This design comes from an exercise in tuning for small area and a short achievable clock period on the open sky130 flow, not from production work. Power is estimated from default activity; no workload was simulated.

==> flow/design.v <==
`timescale 1ns/1ns
`default_nettype none
module enigma_top (
    input  wire       clk,
    input  wire       srstn,
    input  wire       load_i,
    input  wire       encrypt_i,
    input  wire [5:0] code_i,
    output wire [5:0] code_o,
    output wire       code_valid_o
);
    logic             loading_q;
    logic             ready_q;
    logic [63:0][5:0] ring_q;
    logic [63:0]      vld_q;
    logic [5:0]       q_q;
    logic [5:0]       r_q;
    logic             rz_q;
    logic             pend_q;
    logic [5:0]       u_q;
    logic [5:0]       uc_q;
    logic [5:0]       js_q;
    logic             any_q;
    logic             valid_q;
    wire ld_acc  = load_i & ~ready_q;
    wire enc_acc = encrypt_i & ready_q;
    always_ff @(posedge clk) begin
        if (!srstn) begin
            loading_q <= 1'b0;
            ready_q   <= 1'b0;
        end else begin
            loading_q <= load_i & ~ready_q;
            ready_q   <= ready_q | (loading_q & ~load_i);
        end
    end
    always_ff @(posedge clk) begin
        ring_q <= {ring_q[62:0], ld_acc ? code_i : ring_q[63]};
    end
    always_ff @(posedge clk) begin
        if (!srstn) begin
            vld_q <= '0;
        end else begin
            vld_q <= {vld_q[62:0], ld_acc | vld_q[63]};
        end
    end
    always_ff @(posedge clk) begin
        if (ld_acc) begin
            q_q <= 6'd0;
        end else begin
            q_q <= q_q + 6'd1 + {5'd0, enc_acc};
        end
    end
    wire [2:0] x_lo = code_i[2:0];
    wire [2:0] x_hi = code_i[5:3];
    wire [2:0] q_lo = q_q[2:0];
    wire [2:0] q_hi = q_q[5:3];
    wire       brw  = (x_lo >= q_lo);
    logic [7:0]      sel_lo;
    logic [7:0]      eq_hi;
    logic [7:0]      sel_hi;
    logic [7:0][6:0] grp;
    logic [6:0]      fva;
    always_comb begin
        for (int l = 0; l < 8; l++) begin
            sel_lo[l] = (x_lo == 3'(q_lo - 3'(l) - 3'd1));
            eq_hi[l]  = (x_hi == 3'(q_hi - 3'(l)));
        end
        for (int h = 0; h < 8; h++) begin
            sel_hi[h] = brw ? eq_hi[(h + 1) % 8] : eq_hi[h];
        end
        fva = '0;
        for (int h = 0; h < 8; h++) begin
            grp[h] = '0;
            for (int l = 0; l < 8; l++) begin
                grp[h] = grp[h] | ({vld_q[8*h+l], ring_q[8*h+l]} & {7{sel_lo[l]}});
            end
            fva = fva | (grp[h] & {7{sel_hi[h]}});
        end
    end
    wire [5:0] fa = fva[5:0];
    wire       va = fva[6];
    wire [5:0] ra = va ? ~fa : 6'h3f;
    always_ff @(posedge clk) begin
        u_q    <= q_q;
        r_q    <= ra;
        rz_q   <= (ra == 6'd0);
        pend_q <= srstn & enc_acc;
    end
    wire [5:0] u  = u_q;
    wire       rz = rz_q;
    logic [63:0] w;
    always_comb begin
        for (int j = 0; j < 64; j++) begin
            w[j] = vld_q[j] ? (ring_q[j] == r_q) : rz;
        end
    end
    function automatic logic [2:0] msb8(input logic [7:0] v);
        logic [2:0] idx;
        idx[2] = |v[7:4];
        idx[1] = idx[2] ? (|v[7:6]) : (|v[3:2]);
        idx[0] = idx[2] ? (idx[1] ? v[7] : v[5]) : (idx[1] ? v[3] : v[1]);
        msb8 = idx;
    endfunction
    wire [2:0] u_lo = u[2:0];
    wire [2:0] u_hi = u[5:3];
    logic [7:0]      tl;
    logic [7:0]      gbelow;
    logic [7:0]      gat;
    logic [7:0]      aw;
    logic [7:0]      am;
    logic [7:0][2:0] iw;
    logic [7:0][2:0] im;
    logic [7:0]      hv;
    logic [7:0][2:0] hi;
    always_comb begin
        for (int l = 0; l < 8; l++) begin
            tl[l] = (3'(l) <= u_lo);
        end
        for (int g = 0; g < 8; g++) begin
            gbelow[g] = (3'(g) < u_hi);
            gat[g]    = (3'(g) == u_hi);
            aw[g]     = |w[8*g +: 8];
            iw[g]     = msb8(w[8*g +: 8]);
            am[g]     = |(w[8*g +: 8] & tl);
            im[g]     = msb8(w[8*g +: 8] & tl);
            hv[g]     = (gbelow[g] & aw[g]) | (gat[g] & am[g]);
            hi[g]     = gat[g] ? im[g] : iw[g];
        end
    end
    wire       anyh = |hv;
    wire       anyw = |aw;
    wire [2:0] gh   = msb8(hv);
    wire [2:0] gw   = msb8(aw);
    wire [5:0] jh   = {gh, hi[gh]};
    wire [5:0] jw   = {gw, iw[gw]};
    always_ff @(posedge clk) begin
        uc_q    <= u;
        js_q    <= anyh ? jh : jw;
        any_q   <= anyw;
        valid_q <= srstn & pend_q;
    end
    assign code_o       = (uc_q - js_q) & {6{any_q}};
    assign code_valid_o = valid_q;
endmodule
`default_nettype wire
Settings: LEC_CHECK=0, CAP_MARGIN=20, CORE_MARGIN=2, CORE_UTILIZATION=60, CTS_BUF_LIST=sky130_fd_sc_hd__clkbuf_16, CTS_CLUSTER_DIAMETER=100, CTS_CLUSTER_SIZE=22, SETUP_SLACK_MARGIN=3.0, SLEW_MARGIN=20; clock period 6.0 ns.
standard.sh (not shown) runs the stock make flow with config.mk's settings and CLKGATE_MAP_FILE= SYNTH_SCRIPT=/design/flow/synth_recipe.tcl, a recipe that flattens the netlist after the stock synthesis.
==> flow/flow/run.sh <==
#!/bin/bash
set -o pipefail
cp standard.sh standard_sh.log
export BUFFER_PORTS_ARGS="-buffer_cell sky130_fd_sc_hd__buf_4"
bash standard.sh > standard.log 2>&1
The starting point ran to the end with no violations.
Rerun with:
Settings changed: SETUP_SLACK_MARGIN 3.0 to 2.5.
Effect:
- The changed run produced a clean layout
- synthesized area stays the same
- wire length shrinks by 12%
- design area falls by 11%
- clock power hardly moves
Function was not checked in any run of this note: the RTL went through the layout flow alone.

==> port drivers added, routing unchanged <==
The flow's constraints put no driver on any port. The routed layouts listed below were extracted and timed again, unchanged, in two steps. Step 1: set_driving_cell puts a clkbuf_16 on clk and a buf_2 on each other input, an assumption about the parent block. Step 2, shift: input delay + t, output delay - t, t = (earliest + latest rising clock arrival at the registers) / 2. This alone moves slack from input paths to output paths. Slacks: ideal ports / drivers / drivers and shift; pairs: ideal ports / drivers.
run	t (ns)	setup WS [ns]	worst hold slack (ns)	worst setup path at the end	cell pins on the clock port's net
the first run	0.637	2.486 / 2.494 / 1.857	0.365 / 0.365 / 0.365	input to register	1
the second run	0.635	2.477 / 2.474 / 1.907	0.345 / 0.345 / 0.345	input to register	1
After both steps setup and hold are still met in every run listed. For the first run, which loses most, drivers alone change the setup slack by +0.008 ns; drivers and shift together by -0.629 ns.
